From an optimization exercise on the open Yosys and OpenROAD flow, aimed at small area; shortcuts taken in it are not production practice. In this exercise RTL edits were held to simulation tests only and were not proved equivalent to the original. Power is estimated from default activity; no workload was simulated.

==> flow/design.v <==
package regfile_mp_pkg;
  typedef enum logic {
    CLR = 1'b0,
    RUN = 1'b1
  } state_e;
  localparam int ZERO_ADDR = 0;
  localparam int PAR_MAXW = 64;
  function automatic logic even_parity(input logic [PAR_MAXW-1:0] d);
    return (^d);
  endfunction
endpackage
import regfile_mp_pkg::*;
module regfile_mp_rdport
#(
  parameter int DW = 32,
  parameter int AW = 5
) (
  input  logic          run_i,        
  input  logic          re_i,
  input  logic [AW-1:0] raddr_i,
  input  logic          we0_i,
  input  logic [AW-1:0] waddr0_i,
  input  logic [DW-1:0] wdata0_i,
  input  logic          we1_i,
  input  logic [AW-1:0] waddr1_i,
  input  logic [DW-1:0] wdata1_i,
  input  logic [DW-1:0] arr_data_i,   
  output logic [DW-1:0] rdata_o,
  output logic          perr_o
);
  always_comb begin
    rdata_o = '0;
    perr_o  = 1'b0;
    if (!run_i || !re_i || (raddr_i == AW'(ZERO_ADDR))) begin
      rdata_o = '0;
    end else if (we1_i && (waddr1_i == raddr_i)) begin
      rdata_o = wdata1_i;
    end else if (we0_i && (waddr0_i == raddr_i)) begin
      rdata_o = wdata0_i;
    end else begin
      rdata_o = arr_data_i;
    end
  end
endmodule
import regfile_mp_pkg::*;
module regfile_mp
#(
  parameter  int DW    = 32,
  parameter  int DEPTH = 32,
  parameter  int NRD   = 2,
  localparam int AW    = $clog2(DEPTH)
) (
  input  logic              clk,
  input  logic              rst_,
  input  logic              clr_req,
  output logic              ready,
  input  logic              we0,
  input  logic [AW-1:0]     waddr0,
  input  logic [DW-1:0]     wdata0,
  input  logic              we1,
  input  logic [AW-1:0]     waddr1,
  input  logic [DW-1:0]     wdata1,
  input  logic [NRD-1:0]    re,
  input  logic [NRD*AW-1:0] raddr,
  output logic [NRD*DW-1:0] rdata,
  output logic [NRD-1:0]    perr
);
  localparam logic [AW-1:0] LAST_ADDR  = AW'(DEPTH - 1);
  localparam logic [AW-1:0] FIRST_ADDR = AW'(1);
  regfile_mp_pkg::state_e state_q, state_d;
  logic [AW-1:0] cnt_q, cnt_d;
  logic          run;
  logic [DW-1:0] regs_q [DEPTH];
  always_ff @(posedge clk) begin
    if (!rst_) begin
      state_q <= CLR;
      cnt_q   <= FIRST_ADDR;
    end else begin
      state_q <= state_d;
      cnt_q   <= cnt_d;
    end
  end
  always_comb begin
    state_d = state_q;
    cnt_d   = cnt_q;
    if (state_q == CLR) begin
      cnt_d = cnt_q + FIRST_ADDR;
      if (cnt_q == LAST_ADDR) begin
        state_d = RUN;
      end
    end else if (clr_req) begin
      state_d = CLR;
      cnt_d   = FIRST_ADDR;
    end
  end
  always_comb begin
    ready = rst_ && (state_q == RUN);
    run   = ready;
  end
  always_ff @(posedge clk) begin
    if (rst_) begin
      if (state_q == CLR) begin
        regs_q[cnt_q] <= '0;
      end else begin
        if (we0 && (waddr0 != AW'(ZERO_ADDR))) begin
          regs_q[waddr0] <= wdata0;
        end
        if (we1 && (waddr1 != AW'(ZERO_ADDR))) begin
          regs_q[waddr1] <= wdata1;
        end
      end
    end
  end
  for (genvar gi = 0; gi < NRD; gi++) begin : g_rd
    logic [AW-1:0] rd_addr;
    logic [DW-1:0] rd_data;
    logic          rd_perr;
    assign rd_addr = raddr[gi*AW +: AW];
    regfile_mp_rdport #(
      .DW(DW),
      .AW(AW)
    ) u_rdport (
      .run_i      (run),
      .re_i       (re[gi]),
      .raddr_i    (rd_addr),
      .we0_i      (we0),
      .waddr0_i   (waddr0),
      .wdata0_i   (wdata0),
      .we1_i      (we1),
      .waddr1_i   (waddr1),
      .wdata1_i   (wdata1),
      .arr_data_i (regs_q[rd_addr]),
      .rdata_o    (rd_data),
      .perr_o     (rd_perr)
    );
    assign rdata[gi*DW +: DW] = rd_data;
    assign perr[gi]           = rd_perr;
  end
endmodule
clock: 6.0 ns
lec_check: 0
cap_margin: 20
core_margin: 2
core_utilization: 40
slew_margin: 20
run.sh (not shown) runs the stock make flow with config.mk's settings and CLKGATE_MAP_FILE= SYNTH_SCRIPT=/design/flow/synth_recipe.tcl, a recipe that flattens the netlist after the stock synthesis.
The starting point finished clean.
Next try:
==> flow/flow/run.sh (new file) <==
#!/bin/bash
# The standard layout (standard.sh, unchanged synthesis) with two changes:
#  - ports are buffered with buf_2 instead of the default delay buffer (the
#    resizer may still upsize them)
#  - clock tree synthesis uses clkbuf_16, clusters up to 20 sinks within 60 um
#    per leaf buffer and inserts no dummy loads
# The ORFS logs stay under orfs/logs; make's own output goes to standard.log.
set -e
export BUFFER_PORTS_ARGS="-buffer_cell sky130_fd_sc_hd__buf_2"
export CTS_ARGS="-sink_clustering_enable -repair_clock_nets -dont_use_dummy_load -sink_clustering_size 20 -sink_clustering_max_diameter 60 -buf_list {sky130_fd_sc_hd__clkbuf_16}"
bash standard.sh > standard.log 2>&1
==> flow/standard.sh (new file) <==
#!/bin/bash
# synth_recipe.tcl (not shown) runs the flow's synth.tcl, then flattens the netlist and writes it again
# the make line also repeats each setting of config.mk as NAME=value (left out here)
make -C /OpenROAD-flow-scripts/flow DESIGN_CONFIG=/design/flow/config.mk WORK_HOME=/design/flow/orfs CLKGATE_MAP_FILE= SYNTH_SCRIPT=/design/flow/synth_recipe.tcl "${@:-finish}"
CAP_MARGIN = 0   (was 20)
SETUP_SLACK_MARGIN = 0.2   (was default)
SLEW_MARGIN = 0   (was 20)
removed: flow/run.sh
The changed run ran to the end with no violations.
Flip-flop and latch count is unchanged.
Via count goes down by 1.0%.
Synthesized cell count is unchanged.
Wire length goes down by 1.4%.
Total power goes down by 11%.
Critical path depth goes down by 1.
Synthesized area is unchanged.
Clock skew goes up by 0.064 ns.
Hold slack hardly moves.
Die area is unchanged.

==> what the ideal ports hide <==
Ports are ideal in the flow. The routed layouts listed here were re-timed in OpenROAD. Step 1, drivers: a clkbuf_16 drives clk and a buf_2 each remaining input, both assumed. Step 2 moves the port delays by t, midway between the first and last clock arrival at a register: inputs arrive t later, outputs are due t later. That takes back most of the time a late clock gives input paths. a / b / c = ideal ports / drivers / drivers and shift; a / b = the first two.
run	t (ns)	setup slack, ns	slew at the worst register clock pin (ns)
the first run	0.822	0.057 / 0.032 / 0.032	0.07 / 0.07
the second run	0.779	0.497 / 0.457 / 0.471	0.09 / 0.09
After both steps setup and hold are still met in every run listed. The setup slack of the second run, which loses most, moves by -0.040 ns with the drivers and by -0.026 ns with both steps.
